This design comes from an exercise in tuning for small area and few clock cycles on the open sky130 flow, not from production work. The RTL was checked by simulation tests, not by an equivalence proof against the original design.

$ cat design/flow/config.mk
export PLATFORM = sky130hd
export DESIGN_NAME = marching_squares_top
export DESIGN_NICKNAME = marching_squares_top
export VERILOG_FILES = /design/flow/design.v
export SDC_FILE = /design/flow/constraint.sdc
export NUM_CORES = 4
export LEC_CHECK = 0
export CAP_MARGIN = 20
export CORE_MARGIN = 2
export CORE_UTILIZATION = 40
export SLEW_MARGIN = 20
$ cat design/flow/constraint.sdc
create_clock -name core_clock -period 9.0 [get_ports {clk}]
set_input_delay 1.8000 -clock core_clock [delete_from_list [all_inputs] [get_ports {clk}]]
set_output_delay 1.8000 -clock core_clock [all_outputs]
set_load 0.01 [all_outputs]
$ cat design/flow/design.v
`default_nettype none
module marching_squares_top (
    input  wire        clk,
    input  wire        rst_n,
    input  wire        cell_valid,
    output wire        cell_stall,
    input  wire [79:0] cell_word,
    output wire        seg_valid,
    input  wire        seg_stall,
    output wire [36:0] seg,
    input  wire        psel,
    input  wire        penable,
    input  wire        pwrite,
    input  wire [3:0]  paddr,
    input  wire [31:0] pwdata,
    output wire [31:0] prdata,
    output wire        pready
);
    marching_squares_cell_segments u_core (
        .clk        (clk),
        .rst_n      (rst_n),
        .cell_valid (cell_valid),
        .cell_stall (cell_stall),
        .cell_word  (cell_word),
        .seg_valid  (seg_valid),
        .seg_stall  (seg_stall),
        .seg        (seg),
        .psel       (psel),
        .penable    (penable),
        .pwrite     (pwrite),
        .paddr      (paddr),
        .pwdata     (pwdata),
        .prdata     (prdata),
        .pready     (pready)
    );
endmodule
`default_nettype wire

`default_nettype none
package mscs_pkg;
    localparam int MAX_COLUMNS = 256;
    localparam int MAX_ROWS    = 256;
    localparam int SAMPLE_BITS = 16;
    localparam int COORD_BITS  = 8;
    localparam int COUNT_BITS  = 9;
    localparam int INDEX_BITS  = 17;
    localparam int ADDR_BITS   = 4;
    localparam int DATA_BITS   = 32;
    localparam logic [1:0] REG_THRESHOLD = 2'd0;
    localparam logic [1:0] REG_COLUMNS   = 2'd1;
    localparam logic [1:0] REG_ROWS      = 2'd2;
    typedef struct packed {
        logic [COORD_BITS-1:0]         cell_x;
        logic [COORD_BITS-1:0]         cell_y;
        logic signed [SAMPLE_BITS-1:0] top_left;
        logic signed [SAMPLE_BITS-1:0] top_right;
        logic signed [SAMPLE_BITS-1:0] bottom_right;
        logic signed [SAMPLE_BITS-1:0] bottom_left;
    } cell_t;
    typedef struct packed {
        logic                  first_is_vertex;
        logic [INDEX_BITS-1:0] first_index;
        logic                  second_is_vertex;
        logic [INDEX_BITS-1:0] second_index;
        logic                  last_of_cell;
    } segment_t;
    typedef struct packed {
        logic                  is_vertex;
        logic [INDEX_BITS-1:0] index;
    } endpoint_t;
    typedef struct packed {
        logic [1:0] count;
        segment_t   first;
        segment_t   second;
    } seg_pair_t;
endpackage
`default_nettype wire
`default_nettype none
module mscs_seg_calc (
    input  wire logic [mscs_pkg::COUNT_BITS-1:0]  cols,       
    input  wire logic [mscs_pkg::INDEX_BITS-1:0]  horiz,      
    input  wire logic [7:0]                       ma,         
    input  wire logic [8:0]                       mb,         
    input  wire logic [7:0]                       mc,         
    input  wire logic                             hmode,      
    input  wire logic [3:0]                       on,         
    input  wire logic [1:0]                       pe,         
    input  wire logic [1:0]                       qe,         
    input  wire logic                             last,
    output mscs_pkg::segment_t                    seg
);
    localparam int IW = mscs_pkg::INDEX_BITS;
    localparam logic [1:0] E_TOP    = 2'd0;
    localparam logic [1:0] E_RIGHT  = 2'd1;
    localparam logic [1:0] E_BOTTOM = 2'd2;
    localparam logic [1:0] E_LEFT   = 2'd3;
    function automatic logic [4:0] ep_ctl(input logic [1:0] e, input logic [3:0] o);
        logic ta, tb;
        logic v;
        logic [2:0] sel;
        logic cin;
        case (e)
            E_TOP:    begin ta = o[3]; tb = o[2]; end
            E_RIGHT:  begin ta = o[2]; tb = o[1]; end
            E_BOTTOM: begin ta = o[0]; tb = o[1]; end
            default:  begin ta = o[3]; tb = o[0]; end
        endcase
        v = ta ^ tb;
        case (e)
            E_TOP:    begin sel = v ? 3'd0 : 3'd3; cin = v ? tb : 1'b1; end
            E_RIGHT:  begin sel = v ? (tb ? 3'd1 : 3'd0) : 3'd2; cin = 1'b1; end
            E_BOTTOM: begin sel = v ? 3'd1 : 3'd4; cin = v & tb; end
            default:  begin sel = v ? (tb ? 3'd1 : 3'd0) : 3'd2; cin = 1'b0; end
        endcase
        ep_ctl = {v, sel, cin};
    endfunction
    function automatic logic [IW-1:0] offs(input logic [2:0] s, input logic [IW-1:0] c,
                                           input logic [IW-1:0] h, input logic [IW-1:0] n,
                                           input logic [IW-1:0] cn);
        case (s)
            3'd1:    offs = c;
            3'd2:    offs = h;
            3'd3:    offs = n;
            3'd4:    offs = cn;
            default: offs = '0;
        endcase
    endfunction
    function automatic logic [IW-1:0] c_minus_y1(input logic [8:0] c, input logic [7:0] y);
        logic [IW-1:0] a, b, s;
        logic          k;
        a = {8'h00, c};
        b = {9'h1ff, ~y};
        k = 1'b0;
        for (int i = 0; i < IW; i++)
        begin
            s[i] = a[i] ^ b[i] ^ k;
            k    = (a[i] & b[i]) | (a[i] & k) | (b[i] & k);
        end
        c_minus_y1 = s;
    endfunction
    logic [4:0]    pc, qc;
    logic [2:0]    psel;
    logic          pcin;
    logic [IW-1:0] ny, cny, cz;
    logic [IW-1:0] po, qo;
    assign pc   = ep_ctl(pe, on);
    assign qc   = ep_ctl(qe, on);
    assign psel = hmode ? 3'd4 : pc[3:1];
    assign pcin = hmode ? 1'b0 : pc[0];
    assign ny   = {9'h1ff, ~ma};
    assign cz   = {8'h00, cols};
    assign cny  = c_minus_y1(cols, ma);
    assign po   = offs(psel, cz, horiz, ny, cny);
    assign qo   = offs(qc[3:1], cz, horiz, ny, cny);
    mscs_idx u_idx (
        .a    (ma),
        .b    (mb),
        .c    (mc),
        .po   (po),
        .pcin (pcin),
        .qo   (qo),
        .qcin (qc[0]),
        .pi   (seg.first_index),
        .qi   (seg.second_index)
    );
    assign seg.first_is_vertex  = pc[4];
    assign seg.second_is_vertex = qc[4];
    assign seg.last_of_cell     = last;
endmodule
module mscs_idx (
    input  wire logic [7:0]  a,
    input  wire logic [8:0]  b,
    input  wire logic [7:0]  c,
    input  wire logic [16:0] po,
    input  wire logic        pcin,
    input  wire logic [16:0] qo,
    input  wire logic        qcin,
    output logic [16:0]      pi,
    output logic [16:0]      qi
);
    wire [8:0] pp0 = b & {9{a[0]}};
    wire [8:0] pp1 = b & {9{a[1]}};
    wire [8:0] pp2 = b & {9{a[2]}};
    wire [8:0] pp3 = b & {9{a[3]}};
    wire [8:0] pp4 = b & {9{a[4]}};
    wire [8:0] pp5 = b & {9{a[5]}};
    wire [8:0] pp6 = b & {9{a[6]}};
    wire [8:0] pp7 = b & {9{a[7]}};
    wire t1;
    wire t2;
    wire t3;
    wire t4;
    wire t5;
    wire t6;
    wire t7;
    wire t8;
    wire t9;
    wire t10;
    wire t11;
    wire t12;
    wire t13;
    wire t14;
    wire t15;
    wire t16;
    wire t17;
    wire t18;
    wire t19;
    wire t20;
    wire t21;
    wire t22;
    wire t23;
    wire t24;
    wire t25;
    wire t26;
    wire t27;
    wire t28;
    wire t29;
    wire t30;
    wire t31;
    wire t32;
    wire t33;
    wire t34;
    wire t35;
    wire t36;
    wire t37;
    wire t38;
    wire t39;
    wire t40;
    wire t41;
    wire t42;
    wire t43;
    wire t44;
    wire t45;
    wire t46;
    wire t47;
    wire t48;
    wire t49;
    wire t50;
    wire t51;
    wire t52;
    wire t53;
    wire t54;
    wire t55;
    wire t56;
    wire t57;
    wire t58;
    wire t59;
    wire t60;
    wire t61;
    wire t62;
    wire t63;
    wire t64;
    wire t65;
    wire t66;
    wire t67;
    wire t68;
    wire t69;
    wire t70;
    wire t71;
    wire t72;
    wire t73;
    wire t74;
    wire t75;
    wire t76;
    wire t77;
    wire t78;
    wire t79;
    wire t80;
    wire t81;
    wire t82;
    wire t83;
    wire t84;
    wire t85;
    wire t86;
    wire t87;
    wire t88;
    wire t89;
    wire t90;
    wire t91;
    wire t92;
    wire t93;
    wire t94;
    wire t95;
    wire t96;
    wire t97;
    wire t98;
    wire t99;
    wire t100;
    wire t101;
    wire t102;
    wire t103;
    wire t104;
    wire t105;
    wire t106;
    wire t107;
    wire t108;
    wire t109;
    wire t110;
    wire t111;
    wire t112;
    wire t113;
    wire t114;
    wire t115;
    wire t116;
    wire t117;
    wire t118;
    wire t119;
    wire t120;
    wire t121;
    wire t122;
    wire t123;
    wire t124;
    wire t125;
    wire t126;
    wire t127;
    wire t128;
    wire t129;
    wire t130;
    wire t131;
    wire t132;
    wire t133;
    wire t134;
    wire t135;
    wire t136;
    wire t137;
    wire t138;
    wire t139;
    wire t140;
    wire t141;
    wire t142;
    wire t143;
    wire t144;
    wire t145;
    wire t146;
    wire t147;
    wire t148;
    wire t149;
    wire t150;
    wire t151;
    wire t152;
    wire t153;
    wire t154;
    wire t155;
    wire t156;
    wire t157;
    wire t158;
    wire t159;
    wire t160;
    wire t161;
    wire t162;
    wire t163;
    wire t164;
    wire t165;
    wire t166;
    wire t167;
    wire t168;
    wire t169;
    wire t170;
    wire t171;
    wire t172;
    wire t173;
    wire t174;
    wire t175;
    wire t176;
    wire t177;
    wire t178;
    wire t179;
    wire t180;
    wire t181;
    wire t182;
    wire t183;
    wire t184;
    wire t185;
    wire t186;
    wire t187;
    wire t188;
    wire t189;
    wire t190;
    wire t191;
    wire t192;
    wire t193;
    wire t194;
    wire t195;
    wire t196;
    wire t197;
    wire t198;
    wire t199;
    wire t200;
    wire t201;
    wire t202;
    wire t203;
    wire t204;
    wire t205;
    wire t206;
    wire t207;
    wire t208;
    wire t209;
    wire t210;
    wire t211;
    wire t212;
    wire t213;
    wire t214;
    wire t215;
    wire t216;
    wire t217;
    wire t218;
    wire t219;
    wire t220;
    wire t221;
    wire t222;
    wire t223;
    wire t224;
    wire t225;
    wire t226;
    wire t227;
    wire t228;
    wire t229;
    wire t230;
    wire t231;
    wire t232;
    wire t233;
    wire t234;
    wire t235;
    wire t236;
    wire t237;
    wire t238;
    wire t239;
    wire t240;
    wire t241;
    wire t242;
    wire t243;
    wire t244;
    wire t245;
    wire t246;
    wire t247;
    wire t248;
    wire t249;
    wire t250;
    wire t251;
    wire t252;
    wire t253;
    wire t254;
    wire t255;
    wire t256;
    wire t257;
    wire t258;
    wire t259;
    wire t260;
    wire t261;
    wire t262;
    wire t263;
    wire t264;
    wire t265;
    wire t266;
    wire t267;
    wire t268;
    wire t269;
    wire t270;
    wire t271;
    wire t272;
    wire t273;
    wire t274;
    wire t275;
    wire t276;
    wire t277;
    wire t278;
    wire t279;
    wire t280;
    wire t281;
    wire t282;
    wire t283;
    wire t284;
    wire t285;
    wire t286;
    wire t287;
    wire t288;
    wire t289;
    wire t290;
    wire t291;
    wire t292;
    wire t293;
    wire t294;
    wire t295;
    wire t296;
    wire t297;
    wire t298;
    wire t299;
    wire t300;
    wire t301;
    wire t302;
    wire t303;
    wire t304;
    wire t305;
    wire t306;
    wire t307;
    wire t308;
    wire t309;
    wire t310;
    wire t311;
    wire t312;
    assign t1 = pp0[5] ^ pp1[4];
    assign t2 = pp0[5] & pp1[4];
    assign t3 = pp0[6] ^ pp1[5] ^ pp2[4];
    assign t4 = (pp0[6] & pp1[5]) | (pp0[6] & pp2[4]) | (pp1[5] & pp2[4]);
    assign t5 = pp3[3] ^ pp4[2];
    assign t6 = pp3[3] & pp4[2];
    assign t7 = pp0[7] ^ pp1[6] ^ pp2[5];
    assign t8 = (pp0[7] & pp1[6]) | (pp0[7] & pp2[5]) | (pp1[6] & pp2[5]);
    assign t9 = pp3[4] ^ pp4[3] ^ pp5[2];
    assign t10 = (pp3[4] & pp4[3]) | (pp3[4] & pp5[2]) | (pp4[3] & pp5[2]);
    assign t11 = pp6[1] ^ pp7[0];
    assign t12 = pp6[1] & pp7[0];
    assign t13 = pp0[8] ^ pp1[7] ^ pp2[6];
    assign t14 = (pp0[8] & pp1[7]) | (pp0[8] & pp2[6]) | (pp1[7] & pp2[6]);
    assign t15 = pp3[5] ^ pp4[4] ^ pp5[3];
    assign t16 = (pp3[5] & pp4[4]) | (pp3[5] & pp5[3]) | (pp4[4] & pp5[3]);
    assign t17 = pp6[2] ^ pp7[1];
    assign t18 = pp6[2] & pp7[1];
    assign t19 = pp1[8] ^ pp2[7] ^ pp3[6];
    assign t20 = (pp1[8] & pp2[7]) | (pp1[8] & pp3[6]) | (pp2[7] & pp3[6]);
    assign t21 = pp4[5] ^ pp5[4] ^ pp6[3];
    assign t22 = (pp4[5] & pp5[4]) | (pp4[5] & pp6[3]) | (pp5[4] & pp6[3]);
    assign t23 = pp2[8] ^ pp3[7] ^ pp4[6];
    assign t24 = (pp2[8] & pp3[7]) | (pp2[8] & pp4[6]) | (pp3[7] & pp4[6]);
    assign t25 = pp0[3] ^ pp1[2];
    assign t26 = pp0[3] & pp1[2];
    assign t27 = pp0[4] ^ pp1[3] ^ pp2[2];
    assign t28 = (pp0[4] & pp1[3]) | (pp0[4] & pp2[2]) | (pp1[3] & pp2[2]);
    assign t29 = pp3[1] ^ pp4[0];
    assign t30 = pp3[1] & pp4[0];
    assign t31 = t1 ^ pp2[3] ^ pp3[2];
    assign t32 = (t1 & pp2[3]) | (t1 & pp3[2]) | (pp2[3] & pp3[2]);
    assign t33 = pp4[1] ^ pp5[0] ^ c[5];
    assign t34 = (pp4[1] & pp5[0]) | (pp4[1] & c[5]) | (pp5[0] & c[5]);
    assign t35 = t2 ^ t3 ^ t5;
    assign t36 = (t2 & t3) | (t2 & t5) | (t3 & t5);
    assign t37 = pp5[1] ^ pp6[0] ^ c[6];
    assign t38 = (pp5[1] & pp6[0]) | (pp5[1] & c[6]) | (pp6[0] & c[6]);
    assign t39 = t4 ^ t6 ^ t7;
    assign t40 = (t4 & t6) | (t4 & t7) | (t6 & t7);
    assign t41 = t9 ^ t11 ^ c[7];
    assign t42 = (t9 & t11) | (t9 & c[7]) | (t11 & c[7]);
    assign t43 = t8 ^ t10 ^ t12;
    assign t44 = (t8 & t10) | (t8 & t12) | (t10 & t12);
    assign t45 = t13 ^ t15 ^ t17;
    assign t46 = (t13 & t15) | (t13 & t17) | (t15 & t17);
    assign t47 = t14 ^ t16 ^ t18;
    assign t48 = (t14 & t16) | (t14 & t18) | (t16 & t18);
    assign t49 = t19 ^ t21 ^ pp7[2];
    assign t50 = (t19 & t21) | (t19 & pp7[2]) | (t21 & pp7[2]);
    assign t51 = t20 ^ t22 ^ t23;
    assign t52 = (t20 & t22) | (t20 & t23) | (t22 & t23);
    assign t53 = pp5[5] ^ pp6[4] ^ pp7[3];
    assign t54 = (pp5[5] & pp6[4]) | (pp5[5] & pp7[3]) | (pp6[4] & pp7[3]);
    assign t55 = t24 ^ pp3[8] ^ pp4[7];
    assign t56 = (t24 & pp3[8]) | (t24 & pp4[7]) | (pp3[8] & pp4[7]);
    assign t57 = pp5[6] ^ pp6[5] ^ pp7[4];
    assign t58 = (pp5[6] & pp6[5]) | (pp5[6] & pp7[4]) | (pp6[5] & pp7[4]);
    assign t59 = pp4[8] ^ pp5[7] ^ pp6[6];
    assign t60 = (pp4[8] & pp5[7]) | (pp4[8] & pp6[6]) | (pp5[7] & pp6[6]);
    assign t61 = pp0[2] ^ pp1[1];
    assign t62 = pp0[2] & pp1[1];
    assign t63 = t25 ^ pp2[1] ^ pp3[0];
    assign t64 = (t25 & pp2[1]) | (t25 & pp3[0]) | (pp2[1] & pp3[0]);
    assign t65 = t26 ^ t27 ^ t29;
    assign t66 = (t26 & t27) | (t26 & t29) | (t27 & t29);
    assign t67 = t28 ^ t30 ^ t31;
    assign t68 = (t28 & t30) | (t28 & t31) | (t30 & t31);
    assign t69 = t32 ^ t34 ^ t35;
    assign t70 = (t32 & t34) | (t32 & t35) | (t34 & t35);
    assign t71 = t36 ^ t38 ^ t39;
    assign t72 = (t36 & t38) | (t36 & t39) | (t38 & t39);
    assign t73 = t40 ^ t42 ^ t43;
    assign t74 = (t40 & t42) | (t40 & t43) | (t42 & t43);
    assign t75 = t44 ^ t46 ^ t47;
    assign t76 = (t44 & t46) | (t44 & t47) | (t46 & t47);
    assign t77 = t48 ^ t50 ^ t51;
    assign t78 = (t48 & t50) | (t48 & t51) | (t50 & t51);
    assign t79 = t52 ^ t54 ^ t55;
    assign t80 = (t52 & t54) | (t52 & t55) | (t54 & t55);
    assign t81 = t56 ^ t58 ^ t59;
    assign t82 = (t56 & t58) | (t56 & t59) | (t58 & t59);
    assign t83 = t60 ^ pp5[8] ^ pp6[7];
    assign t84 = (t60 & pp5[8]) | (t60 & pp6[7]) | (pp5[8] & pp6[7]);
    assign t85 = pp0[1] ^ pp1[0];
    assign t86 = pp0[1] & pp1[0];
    assign t87 = t61 ^ pp2[0] ^ c[2];
    assign t88 = (t61 & pp2[0]) | (t61 & c[2]) | (pp2[0] & c[2]);
    assign t89 = t62 ^ t63 ^ c[3];
    assign t90 = (t62 & t63) | (t62 & c[3]) | (t63 & c[3]);
    assign t91 = t64 ^ t65 ^ c[4];
    assign t92 = (t64 & t65) | (t64 & c[4]) | (t65 & c[4]);
    assign t93 = t66 ^ t67 ^ t33;
    assign t94 = (t66 & t67) | (t66 & t33) | (t67 & t33);
    assign t95 = t68 ^ t69 ^ t37;
    assign t96 = (t68 & t69) | (t68 & t37) | (t69 & t37);
    assign t97 = t70 ^ t71 ^ t41;
    assign t98 = (t70 & t71) | (t70 & t41) | (t71 & t41);
    assign t99 = t72 ^ t73 ^ t45;
    assign t100 = (t72 & t73) | (t72 & t45) | (t73 & t45);
    assign t101 = t74 ^ t75 ^ t49;
    assign t102 = (t74 & t75) | (t74 & t49) | (t75 & t49);
    assign t103 = t76 ^ t77 ^ t53;
    assign t104 = (t76 & t77) | (t76 & t53) | (t77 & t53);
    assign t105 = t78 ^ t79 ^ t57;
    assign t106 = (t78 & t79) | (t78 & t57) | (t79 & t57);
    assign t107 = t80 ^ t81 ^ pp7[5];
    assign t108 = (t80 & t81) | (t80 & pp7[5]) | (t81 & pp7[5]);
    assign t109 = t82 ^ t83 ^ pp7[6];
    assign t110 = (t82 & t83) | (t82 & pp7[6]) | (t83 & pp7[6]);
    assign t111 = t84 ^ pp6[8] ^ pp7[7];
    assign t112 = (t84 & pp6[8]) | (t84 & pp7[7]) | (pp6[8] & pp7[7]);
    assign t113 = pp0[0] ^ c[0];
    assign t114 = pp0[0] & c[0];
    assign t115 = t85 ^ c[1] ^ po[1];
    assign t116 = (t85 & c[1]) | (t85 & po[1]) | (c[1] & po[1]);
    assign t117 = t86 ^ t87 ^ po[2];
    assign t118 = (t86 & t87) | (t86 & po[2]) | (t87 & po[2]);
    assign t119 = t88 ^ t89 ^ po[3];
    assign t120 = (t88 & t89) | (t88 & po[3]) | (t89 & po[3]);
    assign t121 = t90 ^ t91 ^ po[4];
    assign t122 = (t90 & t91) | (t90 & po[4]) | (t91 & po[4]);
    assign t123 = t92 ^ t93 ^ po[5];
    assign t124 = (t92 & t93) | (t92 & po[5]) | (t93 & po[5]);
    assign t125 = t94 ^ t95 ^ po[6];
    assign t126 = (t94 & t95) | (t94 & po[6]) | (t95 & po[6]);
    assign t127 = t96 ^ t97 ^ po[7];
    assign t128 = (t96 & t97) | (t96 & po[7]) | (t97 & po[7]);
    assign t129 = t98 ^ t99 ^ po[8];
    assign t130 = (t98 & t99) | (t98 & po[8]) | (t99 & po[8]);
    assign t131 = t100 ^ t101 ^ po[9];
    assign t132 = (t100 & t101) | (t100 & po[9]) | (t101 & po[9]);
    assign t133 = t102 ^ t103 ^ po[10];
    assign t134 = (t102 & t103) | (t102 & po[10]) | (t103 & po[10]);
    assign t135 = t104 ^ t105 ^ po[11];
    assign t136 = (t104 & t105) | (t104 & po[11]) | (t105 & po[11]);
    assign t137 = t106 ^ t107 ^ po[12];
    assign t138 = (t106 & t107) | (t106 & po[12]) | (t107 & po[12]);
    assign t139 = t108 ^ t109 ^ po[13];
    assign t140 = (t108 & t109) | (t108 & po[13]) | (t109 & po[13]);
    assign t141 = t110 ^ t111 ^ po[14];
    assign t142 = (t110 & t111) | (t110 & po[14]) | (t111 & po[14]);
    assign t143 = t112 ^ pp7[8] ^ po[15];
    assign t144 = (t112 & pp7[8]) | (t112 & po[15]) | (pp7[8] & po[15]);
    assign t145 = t113 ^ po[0] ^ pcin;
    assign t146 = (t113 & po[0]) | (t113 & pcin) | (po[0] & pcin);
    assign t147 = t114 ^ t115 ^ t146;
    assign t148 = (t114 & t115) | (t114 & t146) | (t115 & t146);
    assign t149 = t116 ^ t117 ^ t148;
    assign t150 = (t116 & t117) | (t116 & t148) | (t117 & t148);
    assign t151 = t118 ^ t119 ^ t150;
    assign t152 = (t118 & t119) | (t118 & t150) | (t119 & t150);
    assign t153 = t120 ^ t121 ^ t152;
    assign t154 = (t120 & t121) | (t120 & t152) | (t121 & t152);
    assign t155 = t122 ^ t123 ^ t154;
    assign t156 = (t122 & t123) | (t122 & t154) | (t123 & t154);
    assign t157 = t124 ^ t125 ^ 1'b0;
    assign t158 = (t124 & t125) | (t124 & 1'b0) | (t125 & 1'b0);
    assign t159 = t126 ^ t127 ^ t158;
    assign t160 = (t126 & t127) | (t126 & t158) | (t127 & t158);
    assign t161 = t128 ^ t129 ^ t160;
    assign t162 = (t128 & t129) | (t128 & t160) | (t129 & t160);
    assign t163 = t130 ^ t131 ^ t162;
    assign t164 = (t130 & t131) | (t130 & t162) | (t131 & t162);
    assign t165 = t132 ^ t133 ^ t164;
    assign t166 = (t132 & t133) | (t132 & t164) | (t133 & t164);
    assign t167 = t134 ^ t135 ^ t166;
    assign t168 = (t134 & t135) | (t134 & t166) | (t135 & t166);
    assign t169 = t124 ^ t125 ^ 1'b1;
    assign t170 = (t124 & t125) | (t124 & 1'b1) | (t125 & 1'b1);
    assign t171 = t126 ^ t127 ^ t170;
    assign t172 = (t126 & t127) | (t126 & t170) | (t127 & t170);
    assign t173 = t128 ^ t129 ^ t172;
    assign t174 = (t128 & t129) | (t128 & t172) | (t129 & t172);
    assign t175 = t130 ^ t131 ^ t174;
    assign t176 = (t130 & t131) | (t130 & t174) | (t131 & t174);
    assign t177 = t132 ^ t133 ^ t176;
    assign t178 = (t132 & t133) | (t132 & t176) | (t133 & t176);
    assign t179 = t134 ^ t135 ^ t178;
    assign t180 = (t134 & t135) | (t134 & t178) | (t135 & t178);
    assign t181 = t156 ? t169 : t157;
    assign t182 = t156 ? t171 : t159;
    assign t183 = t156 ? t173 : t161;
    assign t184 = t156 ? t175 : t163;
    assign t185 = t156 ? t177 : t165;
    assign t186 = t156 ? t179 : t167;
    assign t187 = t156 ? t180 : t168;
    assign t188 = t136 ^ t137 ^ 1'b0;
    assign t189 = (t136 & t137) | (t136 & 1'b0) | (t137 & 1'b0);
    assign t190 = t138 ^ t139 ^ t189;
    assign t191 = (t138 & t139) | (t138 & t189) | (t139 & t189);
    assign t192 = t140 ^ t141 ^ t191;
    assign t193 = (t140 & t141) | (t140 & t191) | (t141 & t191);
    assign t194 = t142 ^ t143 ^ t193;
    assign t195 = (t142 & t143) | (t142 & t193) | (t143 & t193);
    assign t196 = t144 ^ po[16] ^ t195;
    assign t197 = (t144 & po[16]) | (t144 & t195) | (po[16] & t195);
    assign t198 = t136 ^ t137 ^ 1'b1;
    assign t199 = (t136 & t137) | (t136 & 1'b1) | (t137 & 1'b1);
    assign t200 = t138 ^ t139 ^ t199;
    assign t201 = (t138 & t139) | (t138 & t199) | (t139 & t199);
    assign t202 = t140 ^ t141 ^ t201;
    assign t203 = (t140 & t141) | (t140 & t201) | (t141 & t201);
    assign t204 = t142 ^ t143 ^ t203;
    assign t205 = (t142 & t143) | (t142 & t203) | (t143 & t203);
    assign t206 = t144 ^ po[16] ^ t205;
    assign t207 = (t144 & po[16]) | (t144 & t205) | (po[16] & t205);
    assign t208 = t187 ? t198 : t188;
    assign t209 = t187 ? t200 : t190;
    assign t210 = t187 ? t202 : t192;
    assign t211 = t187 ? t204 : t194;
    assign t212 = t187 ? t206 : t196;
    assign t213 = pp0[0] ^ c[0];
    assign t214 = pp0[0] & c[0];
    assign t215 = t85 ^ c[1] ^ qo[1];
    assign t216 = (t85 & c[1]) | (t85 & qo[1]) | (c[1] & qo[1]);
    assign t217 = t86 ^ t87 ^ qo[2];
    assign t218 = (t86 & t87) | (t86 & qo[2]) | (t87 & qo[2]);
    assign t219 = t88 ^ t89 ^ qo[3];
    assign t220 = (t88 & t89) | (t88 & qo[3]) | (t89 & qo[3]);
    assign t221 = t90 ^ t91 ^ qo[4];
    assign t222 = (t90 & t91) | (t90 & qo[4]) | (t91 & qo[4]);
    assign t223 = t92 ^ t93 ^ qo[5];
    assign t224 = (t92 & t93) | (t92 & qo[5]) | (t93 & qo[5]);
    assign t225 = t94 ^ t95 ^ qo[6];
    assign t226 = (t94 & t95) | (t94 & qo[6]) | (t95 & qo[6]);
    assign t227 = t96 ^ t97 ^ qo[7];
    assign t228 = (t96 & t97) | (t96 & qo[7]) | (t97 & qo[7]);
    assign t229 = t98 ^ t99 ^ qo[8];
    assign t230 = (t98 & t99) | (t98 & qo[8]) | (t99 & qo[8]);
    assign t231 = t100 ^ t101 ^ qo[9];
    assign t232 = (t100 & t101) | (t100 & qo[9]) | (t101 & qo[9]);
    assign t233 = t102 ^ t103 ^ qo[10];
    assign t234 = (t102 & t103) | (t102 & qo[10]) | (t103 & qo[10]);
    assign t235 = t104 ^ t105 ^ qo[11];
    assign t236 = (t104 & t105) | (t104 & qo[11]) | (t105 & qo[11]);
    assign t237 = t106 ^ t107 ^ qo[12];
    assign t238 = (t106 & t107) | (t106 & qo[12]) | (t107 & qo[12]);
    assign t239 = t108 ^ t109 ^ qo[13];
    assign t240 = (t108 & t109) | (t108 & qo[13]) | (t109 & qo[13]);
    assign t241 = t110 ^ t111 ^ qo[14];
    assign t242 = (t110 & t111) | (t110 & qo[14]) | (t111 & qo[14]);
    assign t243 = t112 ^ pp7[8] ^ qo[15];
    assign t244 = (t112 & pp7[8]) | (t112 & qo[15]) | (pp7[8] & qo[15]);
    assign t245 = t213 ^ qo[0] ^ qcin;
    assign t246 = (t213 & qo[0]) | (t213 & qcin) | (qo[0] & qcin);
    assign t247 = t214 ^ t215 ^ t246;
    assign t248 = (t214 & t215) | (t214 & t246) | (t215 & t246);
    assign t249 = t216 ^ t217 ^ t248;
    assign t250 = (t216 & t217) | (t216 & t248) | (t217 & t248);
    assign t251 = t218 ^ t219 ^ t250;
    assign t252 = (t218 & t219) | (t218 & t250) | (t219 & t250);
    assign t253 = t220 ^ t221 ^ t252;
    assign t254 = (t220 & t221) | (t220 & t252) | (t221 & t252);
    assign t255 = t222 ^ t223 ^ t254;
    assign t256 = (t222 & t223) | (t222 & t254) | (t223 & t254);
    assign t257 = t224 ^ t225 ^ 1'b0;
    assign t258 = (t224 & t225) | (t224 & 1'b0) | (t225 & 1'b0);
    assign t259 = t226 ^ t227 ^ t258;
    assign t260 = (t226 & t227) | (t226 & t258) | (t227 & t258);
    assign t261 = t228 ^ t229 ^ t260;
    assign t262 = (t228 & t229) | (t228 & t260) | (t229 & t260);
    assign t263 = t230 ^ t231 ^ t262;
    assign t264 = (t230 & t231) | (t230 & t262) | (t231 & t262);
    assign t265 = t232 ^ t233 ^ t264;
    assign t266 = (t232 & t233) | (t232 & t264) | (t233 & t264);
    assign t267 = t234 ^ t235 ^ t266;
    assign t268 = (t234 & t235) | (t234 & t266) | (t235 & t266);
    assign t269 = t224 ^ t225 ^ 1'b1;
    assign t270 = (t224 & t225) | (t224 & 1'b1) | (t225 & 1'b1);
    assign t271 = t226 ^ t227 ^ t270;
    assign t272 = (t226 & t227) | (t226 & t270) | (t227 & t270);
    assign t273 = t228 ^ t229 ^ t272;
    assign t274 = (t228 & t229) | (t228 & t272) | (t229 & t272);
    assign t275 = t230 ^ t231 ^ t274;
    assign t276 = (t230 & t231) | (t230 & t274) | (t231 & t274);
    assign t277 = t232 ^ t233 ^ t276;
    assign t278 = (t232 & t233) | (t232 & t276) | (t233 & t276);
    assign t279 = t234 ^ t235 ^ t278;
    assign t280 = (t234 & t235) | (t234 & t278) | (t235 & t278);
    assign t281 = t256 ? t269 : t257;
    assign t282 = t256 ? t271 : t259;
    assign t283 = t256 ? t273 : t261;
    assign t284 = t256 ? t275 : t263;
    assign t285 = t256 ? t277 : t265;
    assign t286 = t256 ? t279 : t267;
    assign t287 = t256 ? t280 : t268;
    assign t288 = t236 ^ t237 ^ 1'b0;
    assign t289 = (t236 & t237) | (t236 & 1'b0) | (t237 & 1'b0);
    assign t290 = t238 ^ t239 ^ t289;
    assign t291 = (t238 & t239) | (t238 & t289) | (t239 & t289);
    assign t292 = t240 ^ t241 ^ t291;
    assign t293 = (t240 & t241) | (t240 & t291) | (t241 & t291);
    assign t294 = t242 ^ t243 ^ t293;
    assign t295 = (t242 & t243) | (t242 & t293) | (t243 & t293);
    assign t296 = t244 ^ qo[16] ^ t295;
    assign t297 = (t244 & qo[16]) | (t244 & t295) | (qo[16] & t295);
    assign t298 = t236 ^ t237 ^ 1'b1;
    assign t299 = (t236 & t237) | (t236 & 1'b1) | (t237 & 1'b1);
    assign t300 = t238 ^ t239 ^ t299;
    assign t301 = (t238 & t239) | (t238 & t299) | (t239 & t299);
    assign t302 = t240 ^ t241 ^ t301;
    assign t303 = (t240 & t241) | (t240 & t301) | (t241 & t301);
    assign t304 = t242 ^ t243 ^ t303;
    assign t305 = (t242 & t243) | (t242 & t303) | (t243 & t303);
    assign t306 = t244 ^ qo[16] ^ t305;
    assign t307 = (t244 & qo[16]) | (t244 & t305) | (qo[16] & t305);
    assign t308 = t287 ? t298 : t288;
    assign t309 = t287 ? t300 : t290;
    assign t310 = t287 ? t302 : t292;
    assign t311 = t287 ? t304 : t294;
    assign t312 = t287 ? t306 : t296;
    assign pi = {t212, t211, t210, t209, t208, t186, t185, t184, t183, t182, t181, t155, t153, t151, t149, t147, t145};
    assign qi = {t312, t311, t310, t309, t308, t286, t285, t284, t283, t282, t281, t255, t253, t251, t249, t247, t245};
endmodule
`default_nettype wire
`default_nettype none
module marching_squares_cell_segments (
    input  wire logic                            clk,
    input  wire logic                            rst_n,
    input  wire logic                            cell_valid,
    output logic                                 cell_stall,
    input  wire mscs_pkg::cell_t                 cell_word,
    output logic                                 seg_valid,
    input  wire logic                            seg_stall,
    output mscs_pkg::segment_t                   seg,
    input  wire logic                            psel,
    input  wire logic                            penable,
    input  wire logic                            pwrite,
    input  wire logic [mscs_pkg::ADDR_BITS-1:0]  paddr,
    input  wire logic [mscs_pkg::DATA_BITS-1:0]  pwdata,
    output logic [mscs_pkg::DATA_BITS-1:0]       prdata,
    output logic                                 pready
);
    localparam int CW = mscs_pkg::COUNT_BITS;
    localparam int SW = mscs_pkg::SAMPLE_BITS;
    localparam int IW = mscs_pkg::INDEX_BITS;
    localparam logic [1:0] E_TOP    = 2'd0;
    localparam logic [1:0] E_RIGHT  = 2'd1;
    localparam logic [1:0] E_BOTTOM = 2'd2;
    localparam logic [1:0] E_LEFT   = 2'd3;
    function automatic logic ge16(input logic [15:0] a, input logic [15:0] t);
        logic c;
        c = 1'b1;
        for (int i = 0; i < 16; i++)
            c = t[i] ? a[i] : c;
        ge16 = c;
    endfunction
    function automatic logic ge8(input logic [7:0] a, input logic [7:0] b);
        logic c;
        c = 1'b1;
        for (int i = 0; i < 8; i++)
            c = (a[i] & ~b[i]) | ((a[i] | ~b[i]) & c);
        ge8 = c;
    endfunction
    function automatic logic [7:0] sub8(input logic [7:0] v, input logic [7:0] k);
        logic [7:0] d;
        logic       b;
        b = 1'b0;
        for (int i = 0; i < 8; i++)
        begin
            d[i] = v[i] ^ k[i] ^ b;
            b    = (~v[i] & k[i]) | (~v[i] & b) | (k[i] & b);
        end
        sub8 = d;
    endfunction
    function automatic logic [7:0] clamp_minus(input logic [CW-1:0] v, input logic lo,
                                               input logic hi, input logic [7:0] k);
        if (lo)
            clamp_minus = 8'd2 - k;
        else if (hi)
            clamp_minus = 8'd0 - k;
        else
            clamp_minus = sub8(v[7:0], k);
    endfunction
    logic [SW-1:0]        thr_reg;
    logic [CW-1:0]        cols_raw_reg;
    logic [CW-1:0]        rows_raw_reg;
    logic                 cols_lo_reg, cols_hi_reg;
    logic                 rows_lo, rows_hi;
    logic [IW-1:0]        horiz_reg;
    logic [CW-1:0]        cols_c;
    logic [7:0]           cols_m2;
    logic [7:0]           rows_m1;
    logic                 wd_lo, wd_hi;
    logic                 cfg_wr;
    logic                 grid_wr;
    logic                 grid_wr_reg;
    assign pready  = 1'b1;
    assign cfg_wr  = psel && penable && pwrite;
    assign grid_wr = cfg_wr && ((paddr[3:2] == mscs_pkg::REG_COLUMNS) ||
                                (paddr[3:2] == mscs_pkg::REG_ROWS));
    assign wd_lo   = pwdata[8:1] == 8'd0;
    assign wd_hi   = pwdata[8] && (pwdata[7:0] != 8'd0);
    assign rows_lo = rows_raw_reg[8:1] == 8'd0;
    assign rows_hi = rows_raw_reg[8] && (rows_raw_reg[7:0] != 8'd0);
    assign cols_c  = cols_lo_reg ? CW'(2) : (cols_hi_reg ? CW'(256) : cols_raw_reg);
    assign cols_m2 = clamp_minus(cols_raw_reg, cols_lo_reg, cols_hi_reg, 8'd2);
    assign rows_m1 = clamp_minus(rows_raw_reg, rows_lo, rows_hi, 8'd1);
    always_ff @(posedge clk or negedge rst_n)
    begin
        if (!rst_n)
            grid_wr_reg <= 1'b0;
        else
            grid_wr_reg <= grid_wr;
    end
    always_ff @(posedge clk or negedge rst_n)
    begin
        if (!rst_n)
        begin
            thr_reg      <= '0;
            cols_raw_reg <= CW'(mscs_pkg::MAX_COLUMNS);
            rows_raw_reg <= CW'(mscs_pkg::MAX_ROWS);
            cols_lo_reg  <= 1'b0;
            cols_hi_reg  <= 1'b0;
        end
        else if (cfg_wr)
        begin
            unique case (paddr[3:2])
                mscs_pkg::REG_THRESHOLD:
                begin
                    thr_reg <= pwdata[SW-1:0];
                end
                mscs_pkg::REG_COLUMNS:
                begin
                    cols_raw_reg <= pwdata[CW-1:0];
                    cols_lo_reg  <= wd_lo;
                    cols_hi_reg  <= wd_hi;
                end
                mscs_pkg::REG_ROWS:
                begin
                    rows_raw_reg <= pwdata[CW-1:0];
                end
                default:
                begin
                end
            endcase
        end
    end
    always_comb
    begin
        unique case (paddr[3:2])
            mscs_pkg::REG_THRESHOLD: prdata = mscs_pkg::DATA_BITS'(thr_reg);
            mscs_pkg::REG_COLUMNS:   prdata = mscs_pkg::DATA_BITS'(cols_raw_reg);
            mscs_pkg::REG_ROWS:      prdata = mscs_pkg::DATA_BITS'(rows_raw_reg);
            default:                 prdata = '0;
        endcase
    end
    logic [SW-1:0] u_tl, u_tr, u_br, u_bl, u_thr;
    logic [3:0]    code;
    logic [3:0]    on_cell;
    logic          high;
    logic          in_grid;
    logic          flip;
    logic          has_seg;
    logic          saddle;
    logic [1:0]    pe_cell;
    logic [1:0]    qe_cell;
    assign u_tl  = cell_word.top_left     ^ 16'h8000;
    assign u_tr  = cell_word.top_right    ^ 16'h8000;
    assign u_br  = cell_word.bottom_right ^ 16'h8000;
    assign u_bl  = cell_word.bottom_left  ^ 16'h8000;
    assign u_thr = thr_reg ^ 16'h8000;
    logic [SW-1:0] t_tl, t_tr, t_br, t_bl;
    assign t_tl    = cell_word.top_left     ^ thr_reg;
    assign t_tr    = cell_word.top_right    ^ thr_reg;
    assign t_br    = cell_word.bottom_right ^ thr_reg;
    assign t_bl    = cell_word.bottom_left  ^ thr_reg;
    assign code    = {ge16(u_tl, t_tl), ge16(u_tr, t_tr), ge16(u_br, t_br), ge16(u_bl, t_bl)};
    assign on_cell = {t_tl == '0, t_tr == '0, t_br == '0, t_bl == '0};
    logic [18:0] s1, c1, s2, c2, s3, c3, nt;
    logic        hc;
    assign nt = {1'b0, ~u_thr, 2'b11};
    assign s1 = {3'b000, u_tl ^ u_tr ^ u_br};
    assign c1 = {2'b00, (u_tl & u_tr) | (u_tl & u_br) | (u_tr & u_br), 1'b0};
    assign s2 = s1 ^ c1 ^ {3'b000, u_bl};
    assign c2 = {(s1[17:0] & c1[17:0]) | (s1[17:0] & {2'b00, u_bl}) | (c1[17:0] & {2'b00, u_bl}), 1'b0};
    assign s3 = s2 ^ c2 ^ nt;
    assign c3 = {(s2[17:0] & c2[17:0]) | (s2[17:0] & nt[17:0]) | (c2[17:0] & nt[17:0]), 1'b0};
    always_comb
    begin
        hc = 1'b1;
        for (int i = 0; i < 18; i++)
            hc = (s3[i] & c3[i]) | (s3[i] & hc) | (c3[i] & hc);
        high = s3[18] ^ c3[18] ^ hc;
    end
    assign in_grid = ge8(cols_m2, cell_word.cell_x) && !ge8(cell_word.cell_y, rows_m1);
    assign saddle  = (code == 4'd5) || (code == 4'd10);
    assign has_seg = in_grid && (code != 4'd0) && (code != 4'd15);
    assign flip    = high != (code == 4'd5);
    always_comb
    begin
        case (code)
            4'd1, 4'd14: begin pe_cell = E_LEFT;   qe_cell = E_BOTTOM; end
            4'd2, 4'd13: begin pe_cell = E_BOTTOM; qe_cell = E_RIGHT;  end
            4'd3, 4'd12: begin pe_cell = E_LEFT;   qe_cell = E_RIGHT;  end
            4'd4, 4'd11: begin pe_cell = E_TOP;    qe_cell = E_RIGHT;  end
            4'd6, 4'd9:  begin pe_cell = E_TOP;    qe_cell = E_BOTTOM; end
            4'd7, 4'd8:  begin pe_cell = E_LEFT;   qe_cell = E_TOP;    end
            default:     begin pe_cell = E_LEFT;   qe_cell = flip ? E_BOTTOM : E_TOP; end
        endcase
    end
    logic          d_valid_reg;
    logic [7:0]    d_x_reg;
    logic [7:0]    d_y_reg;
    logic [3:0]    d_on_reg;
    logic [1:0]    d_pe_reg;
    logic [1:0]    d_qe_reg;
    logic          d_pend_reg;      
    logic          d_top2_reg;      
    logic deliver;
    logic free;
    logic load;
    assign deliver    = d_valid_reg && !seg_stall;
    assign free       = !d_valid_reg || (deliver && !d_pend_reg);
    assign cell_stall = !free || grid_wr_reg;
    assign load       = cell_valid && has_seg && !cell_stall;
    always_ff @(posedge clk or negedge rst_n)
    begin
        if (!rst_n)
            d_valid_reg <= 1'b0;
        else if (free)
            d_valid_reg <= load;
    end
    always_ff @(posedge clk)
    begin
        if (load)
        begin
            d_x_reg <= cell_word.cell_x;
            d_y_reg <= cell_word.cell_y;
        end
        else if (free)
        begin
            d_x_reg <= 8'd0;
            d_y_reg <= rows_m1;
        end
    end
    always_ff @(posedge clk)
    begin
        if (load)
        begin
            d_on_reg   <= on_cell;
            d_pe_reg   <= pe_cell;
            d_qe_reg   <= qe_cell;
            d_pend_reg <= saddle;
            d_top2_reg <= flip;
        end
        else if (deliver && d_pend_reg)
        begin
            d_pe_reg   <= d_top2_reg ? E_TOP : E_BOTTOM;
            d_qe_reg   <= E_RIGHT;
            d_pend_reg <= 1'b0;
        end
    end
    mscs_seg_calc u_calc (
        .cols   (cols_c),
        .horiz  (horiz_reg),
        .ma     (d_y_reg),
        .mb     (cols_c),
        .mc     (d_x_reg),
        .hmode  (!d_valid_reg),
        .on     (d_on_reg),
        .pe     (d_pe_reg),
        .qe     (d_qe_reg),
        .last   (!d_pend_reg),
        .seg    (seg)
    );
    always_ff @(posedge clk)
    begin
        if (!d_valid_reg)
            horiz_reg <= seg.first_index;
    end
    assign seg_valid = d_valid_reg;
endmodule
`default_nettype wire
$ cat design/flow/flow/run.sh
#!/bin/bash
# The standard layout with these changes:
#  - synthesis: the standard script (same registers, names and cell types), but
#    the design's modules are kept apart until after technology mapping; the
#    index adder tree (mscs_idx), which holds the critical path, is mapped with
#    ORFS's speed script and every other module with flow/abc_area.script, an
#    area-oriented mapping; the yosys pre-mapping abc pass is skipped. After
#    flattening, the index datapath's internal wire names are dropped so that
#    its outputs drive the output ports directly, buffers are inserted only for
#    outputs that share a net (as the standard synthesis does), and the netlist
#    is renamed as in the standard synthesis
#  - plain buf_1 cells as the port buffers
#  - a clock tree of clkbuf_8 cells, larger sink clusters, no dummy loads
set -uo pipefail
W=$(pwd)
sed -e "s#^source \$::env(SCRIPTS_DIR)/synth_preamble.tcl\$#source \$::env(SCRIPTS_DIR)/synth_preamble.tcl\nset abc_area_args [lreplace \$abc_args 1 1 $W/flow/abc_area.script]#" \
    -e "s#^  log_cmd abc {\*}\$abc_args\$#  log_cmd abc {*}\$abc_args mscs_idx\n  log_cmd abc {*}\$abc_area_args marching_squares_top marching_squares_cell_segments mscs_seg_calc#" \
    "$FLOW_HOME/scripts/synth.tcl" > "$W/my_synth_core.tcl"
sed -e "s#source \$::env(SCRIPTS_DIR)/synth.tcl#source $W/my_synth_core.tcl#" \
    -e "s#yosys synth -nofsm -noshare#yosys synth -nofsm -noshare -noabc#" \
    -e "s#^opt_clean -purge\$#yosys rename -hide w:u_core.u_calc.*\nopt_clean -purge\ninsbuf -buf {*}\$::env(MIN_BUF_CELL_AND_PORTS)#" \
    synth_recipe.tcl > "$W/my_synth.tcl"
sed "s#SYNTH_SCRIPT=[^ ]*#SYNTH_SCRIPT=$W/my_synth.tcl#" standard.sh > "$W/my_standard.sh"
SYNTH_HIERARCHICAL=1 SYNTH_MINIMUM_KEEP_SIZE=0 SYNTH_INSBUF=0 bash "$W/my_standard.sh" synth > synth.log 2>&1
export BUFFER_PORTS_ARGS="-buffer_cell sky130_fd_sc_hd__buf_1"
export CTS_ARGS="-sink_clustering_enable -repair_clock_nets -buf_list sky130_fd_sc_hd__clkbuf_8 -root_buf sky130_fd_sc_hd__clkbuf_8 -dont_use_dummy_load -sink_clustering_size 30"
bash "$W/my_standard.sh" > standard.log 2>&1
$ cat design/flow/flow/abc_area.script
strash
&get -n
&fraig -x
&put
scorr
dc2
dch -f
amap
topo
stime -c
$ cat design/flow/standard.sh
#!/bin/bash
# synth_recipe.tcl (not shown) runs the flow's synth.tcl, then flattens the netlist and writes it again
# the make line also repeats each setting of config.mk as NAME=value (left out here)
make -C /OpenROAD-flow-scripts/flow DESIGN_CONFIG=/design/flow/config.mk WORK_HOME=/design/flow/orfs CLKGATE_MAP_FILE= SYNTH_SCRIPT=/design/flow/synth_recipe.tcl "${@:-finish}"
==> results of run 1 <==
through the flow:
step,util
finish,0.458
global route,0.458
CTS,0.453
detailed placement,0.447
global placement,0.447
floorplan,-
cells in the final DEF, fill, tap and decap left out, drive strengths merged, types with 17 or more instances in the layout:
cell type,n
buf,188
fa,143
clkinv,137
nor2,99
nand2,82
o21ai,79
o22ai,75
and2,74
ha,63
edfxtp,43
dfrtp,36
a21oi,25
a31oi,19
conb,17
final timing paths:
check                                                    from                                  to  depth (start not counted)
max in group asynchronous                               rst_n      u_core.cols_lo_reg$_DFFE_PN0P_                          1
min                        u_core.rows_raw_reg[8]$_DFFE_PN1P_  u_core.rows_raw_reg[8]$_DFFE_PN1P_                          2
max                            u_core.cols_lo_reg$_DFFE_PN0P_                             seg[34]                         23
min in group asynchronous                               rst_n  u_core.cols_raw_reg[6]$_DFFE_PN0P_                          1
max reg2reg                    u_core.cols_lo_reg$_DFFE_PN0P_      u_core.horiz_reg[16]$_DFFE_PN_                         24
min reg2reg                u_core.rows_raw_reg[8]$_DFFE_PN1P_  u_core.rows_raw_reg[8]$_DFFE_PN1P_                          2
what timing repair did:
item,in CTS,in global routing
resized for setup,8,30
endpoints found under the setup margin,6,13
setup buffers,1,7
pin swaps,1,6
gates cloned,0,0
final cells by class:
| type | count | area (um^2) |
|---|---|---|
| Clock buffer | 9 | 124 |
| Fill cell | 2549 | 14000 |
| Inverter | 156 | 597 |
| Multi-Input combinational cell | 876 | 7640 |
| Sequential cell | 81 | 2250 |
| Tap cell | 335 | 419 |
| Timing Repair Buffer | 188 | 823 |
per-layer routing:
layer  part of all wire  track usage  routed length (um)  vias up
li1                   -            -                   -     4241
met1               0.46        0.318               13700     4456
met2               0.46        0.353               13600      326
met3              0.062       0.0325                1820       30
met4              0.014       0.0447                 415        2
met5            0.00024            0                   7        -
worst min-delay path, delay by kind of cell, from the launching register on:
family / cells / cell delay (ns)
AOI/OAI and AO/OA: 1 / 0.08
DFF: 1 / 0.37
buffers and inverters: 1 / 0.07
==> run notes, run 1 <==
starting density of the core=0.404; H-tree Lvls=3; Die Width=165 um; Clock Skew=between 0.03 and 0.04 ns; Ys Warns=8; initial antenna violation count=1; Core Area=roughly 0.026 mm^2; vias in the first global route=8792; CTS Sinks=81; CTS tree=built; Routability Congestion=0.926; Final nets=1641; hold_ws=roughly 0.53 ns; fin area=~0.012 mm^2; CP max stage delay=0.47 ns; total of max-cap violations=0; Mapped Cells=about 1100; Port Buffers=159; hpwl dp=24300 um; clock tree buffer depth=2; cell family with most CP delay=adder cells; total number of vias=9055; run status=timing/DRC/antenna clean; first-pass GRT wire length=~46000 um; crit path max fanout=7; final setup TNS=0 ns; Final ANT Viol Nets=0; Tot GR Track Use=0.220; Synth Area per Inst=9.37 um^2; Clock Latency Late Sink=a little under 0.4 ns; pre-CTS setup slack=0.260 ns; IO Pins=195; mapped cell area=0.0104 mm^2; Slew HR=0.253; crit-path most repeated cell=fa_1; Syn-to-layout area delta=13.6%; slowest stage cell on the critical path=fa_1; vias per inst=5.50; Largest register FFs=17; critical path launch point type=flip-flop; First-pass DRT Iterations=6; layout cells sized above 1=0.0672; die footprint=0.0274 mm^2; final cell count without fillers=1645; Detailed Route Iter0 Violations=672; post-layout min period=8.66 ns; Die H=165 um; total CTS buffers=9; row count=59; Root Driver=clkbuf_8; fmax=116 MHz; worst slew pin tran=1.09 ns; final hold violation count=0; WP buf/inv=4; placed cells=1628; hold crit path type=flip-flop to flip-flop; Ant. Diodes=0; CP cell instances=clkinvlp_4, nand2_4, nor2_4, ha_1, clkinv_1, fa_1, fa_1, fa_1, fa_1, fa_1, fa_1, fa_1, ha_1, o221ai_1, fa_1, or2_4, a21oi_2, a21oi_2, a2111oi_4, buf_6, mux2i_2, xor2_1, buf_2; WP data arrival=6.86 ns; Crit. End Element=output pin; Residual DRC=0; PnR worst setup slack=0.342 ns; Max Slew Vio Count=0; largest net degree at the start of global routing=39; wire per inst=17.9 um; grt ovf=0; WL final=29500 um; Area after DPL=0.0115 mm^2; Worst-path clk slew=0.11 ns; hold_buf cts=0; r2r setup slk=2.52 ns; kind of critical path=flip-flop to output pin; Setup Viol. Count Final=0; Period Utilization, post-route=0.962; Req. time, crit path=around 7.2 ns
Testbench counts, summed over its fixed seeds: cycles 10,644.
==> inputs of run 2 (changes only) <==
--- a/design/flow/config.mk
+++ b/design/flow/config.mk
@@ -10,2 +10,3 @@
 export CORE_UTILIZATION = 40
+export GPL_TIMING_DRIVEN = 0
 export SLEW_MARGIN = 20
==> run notes, run 2 <==
layout cells sized above 1=0.0891; total CTS buffers=9; die footprint=about 0.027 mm^2; slowest stage cell on the critical path=fa_1; post-layout min period=around 8.7 ns; Port Buffers=159; first-pass GRT wire length=47100 um; initial antenna violation count=0; Clock Skew=between 0.03 and 0.04 ns; total of max-cap violations=0; cell family with most CP delay=adder cells; Max Slew Vio Count=0; Die Width=around 170 um; multi-input logic area=0.00776 mm^2; Routability Congestion=0.932; Crit. End Element=output pin; most common cell after layout, fill and taps aside=buf_1; H-tree Lvls=3; Slew HR=0.216; Ant. Diodes=0; hold_buf cts=0; row count=59; worst hold stages=2; worst slew pin tran=1.15 ns; total number of vias=9017; IO Pins=195; worst hold endpoint=u_core.rows_raw_reg[8]$_DFFE_PN1P_; vias per inst=5.44; fmax=roughly 120 MHz; vias in the first global route=8863; placed cells=between 1500 and 2000; Req. time, crit path=7.20 ns; CP cell instances=clkinvlp_4, nand2_2, nor2_4, ha_1, clkinv_1, fa_1, fa_1, fa_2, fa_1, fa_1, fa_1, fa_1, ha_1, a21oi_4, o21ai_0, fa_1, ha_1, o21a_1, a2111oi_4, buf_6, mux2i_1, xor2_1, buf_2; final hold violation count=0; Core Area=0.0258 mm^2; wire per inst=17.8 um; Synth Area per Inst=9.37 um^2; Mapped Cells=1113; Detailed Route Iter0 Violations=approximately 530; Largest register FFs=17; largest net degree at the start of global routing=25; FF-to-FF path depth=23; worst flop-to-flop path endpoint=u_core.horiz_reg[14]$_DFFE_PN_; run status=timing/DRC/antenna clean; hpwl dp=about 24000 um; Root Driver=clkbuf_8; FF-to-FF Start=u_core.cols_hi_reg$_DFFE_PN0P_; kind of critical path=flip-flop to output pin; critical path launch point type=flip-flop; Tot GR Track Use=0.222; WP buf/inv=4; starting density of the core=0.404; Final nets=1655; Clock Latency Late Sink=roughly 0.40 ns; WL final=just under 30000 um; mapped cell area=0.0104 mm^2; First-pass DRT Iterations=6; hold path start=u_core.rows_raw_reg[8]$_DFFE_PN1P_; CTS Sinks=81; most frequent cells in the layout=buf_1 (154), fa_1 (140), clkinv_1 (137), nor2_1 (92), nand2_1 (79); crit-path most repeated cell=fa_1; hold crit path type=flip-flop to flip-flop; WP data arrival=6.87 ns; CTS tree=built; r2r setup slk=2.41 ns; Final ANT Viol Nets=0; Register Area=around 0.0022 mm^2; Ys Warns=8; Die H=165 um; CP max stage delay=0.55 ns; Residual DRC=0; crit path max fanout=7; Syn-to-layout area delta=16.3%; final cell count without fillers=about 1700; grt ovf=0; Period Utilization, post-route=0.963; final setup TNS=0 ns; # fillers=~2600; clock tree buffer depth=2; Worst-path clk slew=0.10 ns; Setup Viol. Count Final=0
[run 2: worst max-delay path by stage]
stage / start / endpoint / cells past startpoint / slack (ns)
2_1_floorplan: u_core.d_pe_reg[0]$_SDFFCE_PN0P_ / seg[33] / 27 / 0.53
3_3_place_gp: u_core.cols_raw_reg[1]$_DFFE_PN0P_ / seg[33] / 21 / -1.12
3_5_place_dp: u_core.cols_lo_reg$_DFFE_PN0P_ / seg[34] / 23 / -0.83
4_1_cts: u_core.cols_lo_reg$_DFFE_PN0P_ / seg[17] / 23 / 0.03
5_1_grt: u_core.cols_hi_reg$_DFFE_PN0P_ / seg[17] / 24 / -0.04
6_report: u_core.cols_hi_reg$_DFFE_PN0P_ / seg[33] / 23 / 0.33
[run 2: final cells by class]
| type | count | area share |
|---|---|---|
| buffer | 15 | 0.00929 |
| clock buffer | 9 | 0.0102 |
| inverter | 156 | 0.0494 |
| multi-input combinational | 876 | 0.641 |
| sequential | 81 | 0.185 |
| tap | 335 | 0.0346 |
| timing repair buffer | 187 | 0.0706 |
[run 2: metal layers]
metal,track usage,up-vias,wire length [um]
met1,0.320,4417,13500
met5,0,-,0
met2,0.357,299,13800
met3,0.0360,21,1850
met4,0.0423,0,331
li1,-,4280,-
[run 2: repair_timing]
item | in CTS | in global routing
endpoints found under the setup margin | 15 | 14
pin swaps | 7 | 14
gates resized for setup | 25 | 36
buffers inserted | 9 | 15
[run 2: tightest hold or removal path, cell delays in order (launching register included)]
cell	delay, ns
dfstp_2	0.38
clkinv_1	0.08
o22ai_1	0.09
[run 2: stage by stage]
| stage | hold slack [ns] | instance area (um^2) | setup slack [ns] | utilization |
|---|---|---|---|---|
| global placement | 0.527 | 11500 | -1.12 | 0.445 |
| global route | 0.571 | 12100 | -0.0388 | 0.469 |
| floorplan | 0.478 | 10500 | 0.528 | - |
| CTS | 0.549 | 11900 | 0.0338 | 0.460 |
| finish | 0.553 | 12100 | 0.329 | 0.469 |
| detailed placement | 0.534 | 11600 | -0.829 | 0.448 |
==> inputs of run 3 (changes only) <==
--- a/design/flow/config.mk
+++ b/design/flow/config.mk
@@ -9,4 +9,3 @@
 export CORE_MARGIN = 2
-export CORE_UTILIZATION = 40
-export GPL_TIMING_DRIVEN = 0
+export CORE_UTILIZATION = 60
 export SLEW_MARGIN = 20
==> run notes, run 3 <==
run status=timing/DRC/antenna clean; post-layout min period=~8.7 ns; Die H=136 um; wire per inst=18.5 um; largest net degree at the start of global routing=39; mapped cell area=between 0.01 and 0.015 mm^2; Root Driver=clkbuf_8; hpwl dp=23600 um; die footprint=0.0184 mm^2; Detailed Route Iter0 Violations=roughly 550; Routability Congestion=0.966; worst slew pin tran=0.907 ns; First-pass DRT Iterations=5; Period Utilization, post-route=0.964; Setup Viol. Count Final=0; Max Slew Vio Count=0; Core Area=~0.017 mm^2; worst flop-to-flop path endpoint=u_core.horiz_reg[14]$_DFFE_PN_; # fillers=about 1500; starting density of the core=0.609; crit path max fanout=8; Port Buffers=159; Slew HR=0.396; vias per inst=around 5.9; Syn-to-layout area delta=12.8%; Largest register FFs=17; FF-to-FF Start=u_core.cols_raw_reg[1]$_DFFE_PN0P_; total CTS buffers=9; total number of vias=roughly 9200; IO Pins=195; FF-to-FF path depth=23; H-tree Lvls=3; Worst setup startpoint=u_core.cols_raw_reg[1]$_DFFE_PN0P_; WL final=28600 um; first-pass GRT wire length=around 46000 um; critical path launch point type=flip-flop; Clock Skew=0.0454 ns; final setup TNS=0 ns; row count=48; initial antenna violation count=1; total of max-cap violations=0; pre-CTS setup slack=0.195 ns; vias in the first global route=9168; Ys Warns=8; grt ovf=0; Final ANT Viol Nets=0; PnR worst setup slack=0.328 ns; hold crit path type=flip-flop to flip-flop; Final nets=1651; Die Width=about 140 um; Synth Area per Inst=9.37 um^2; Crit. End Element=output pin; Tot GR Track Use=0.323; CTS tree=built; Residual DRC=0; WP data arrival=6.87 ns; hold_buf cts=0; Clock Latency Late Sink=0.39 ns; layout cells sized above 1=0.0705; r2r setup slk=between 2 and 2.5 ns; clock tree buffer depth=2; fmax=115 MHz; most common cell after layout, fill and taps aside=buf_1; Worst-path clk slew=0.09 ns; final hold violation count=0; Req. time, crit path=roughly 7.2 ns; most frequent cells in the layout=buf_1 (154), clkinv_1 (141), fa_1 (139), nor2_1 (97), nand2_1 (81); CTS Sinks=between 80 and 90; kind of critical path=flip-flop to output pin; Mapped Cells=1113; crit path capture=seg[32]
==> run 3: worst min-delay path by stage <==
stage                                       startpoint                                 end  slack, ns  cells past startpoint
floorplan           u_core.rows_raw_reg[8]$_DFFE_PN1P_  u_core.rows_raw_reg[8]$_DFFE_PN1P_       0.48                      2
CTS                    u_core.d_pend_reg$_SDFFCE_PN0P_      u_core.d_valid_reg$_DFFE_PN0P_       0.54                      2
global route        u_core.cols_raw_reg[8]$_DFFE_PN1P_  u_core.cols_raw_reg[8]$_DFFE_PN1P_       0.55                      1
detailed placement     u_core.d_pend_reg$_SDFFCE_PN0P_      u_core.d_valid_reg$_DFFE_PN0P_       0.52                      2
global placement    u_core.rows_raw_reg[8]$_DFFE_PN1P_  u_core.rows_raw_reg[8]$_DFFE_PN1P_       0.50                      2
finish                 u_core.d_pend_reg$_SDFFCE_PN0P_      u_core.d_valid_reg$_DFFE_PN0P_       0.53                      2
==> run 3: area by class of cell <==
cell class,instances,area (um^2),area share
antenna,1,2.50,0.000213
clock buffer,9,124,0.0105
timing repair buffer,198,900,0.0765
multi-input combinational,876,7620,0.648
inverter,156,586,0.0498
tap,225,282,0.0239
sequential,81,2250,0.191
==> run 3: per-stage QoR <==
| step | hold WS (ns) | utilization | area (um^2) | cells |
|---|---|---|---|---|
| global placement | 0.502 | 0.669 | 11400 | 1523 |
| detailed placement | 0.515 | 0.669 | 11400 | 1523 |
| finish | 0.532 | 0.687 | 11800 | 1546 |
| global route | 0.555 | 0.687 | 11800 | 1545 |
| CTS | 0.536 | 0.678 | 11600 | 1535 |
| floorplan | 0.478 | - | 10500 | 1128 |
==> run 3: layer usage <==
layer | track usage | wire (um) | vias to the layer above
met4 | 0.0990 | 644 | 0
met2 | 0.545 | 13900 | 377
met5 | 0 | 0 | -
met1 | 0.428 | 12100 | 4458
li1 | - | - | 4269
met3 | 0.0563 | 1960 | 50
==> run 3: worst max-delay path, stage by stage (launching register included) <==
cell	delay, ns
dfrtp_1	0.36
clkinv_1	0.13
o21ai_2	0.28
clkinv_1	0.21
fa_1	0.48
fa_1	0.39
fa_1	0.40
fa_1	0.40
fa_1	0.39
fa_1	0.40
fa_1	0.39
ha_1	0.22
a21oi_1	0.13
buf_4	0.18
o21ai_0	0.12
fa_1	0.51
ha_1	0.22
o21a_1	0.13
a2111oi_4	0.36
buf_6	0.19
mux2i_1	0.25
xnor2_1	0.18
buf_2	0.18
==> run 3: what timing repair did <==
action                     in CTS  in global routing
setup endpoints to repair       7                 11
hold endpoints to repair        0                  0
setup buffers                   3                 10
pin swaps                       2                  8
cloned                          0                  0
gates resized for setup         6                 28

==> what the ideal ports hide <==
How much do the figures lean on ideal ports? The routed layouts below were timed once more, with nothing changed but the port constraints. Step 1 assumes that a clkbuf_16 drives the clock port and a buf_2 every other input. Step 2 times the ports against the registers' clock, not the clock port: input delays grow and output delays shrink by t, the midpoint of the rising clock arrivals with the driver on. Slacks: no drivers / after step 1 / after step 2; pairs: no drivers / after step 1.
run | t, ns | slack for setup (ns) | worst hold slack (ns) | clock arrival spread, ns | worst register clock-pin slew, ns
run 1 | 0.410 | 0.342 / 0.300 / 0.711 | 0.532 / 0.532 / 0.532 | 0.036 / 0.037 | 0.11 / 0.11
run 2 | 0.429 | 0.329 / 0.286 / 0.715 | 0.553 / 0.553 / 0.553 | 0.031 / 0.031 | 0.11 / 0.11
run 3 | 0.408 | 0.328 / 0.286 / 0.695 | 0.532 / 0.532 / 0.532 | 0.045 / 0.045 | 0.11 / 0.11
After both steps setup and hold are still met in every run listed.
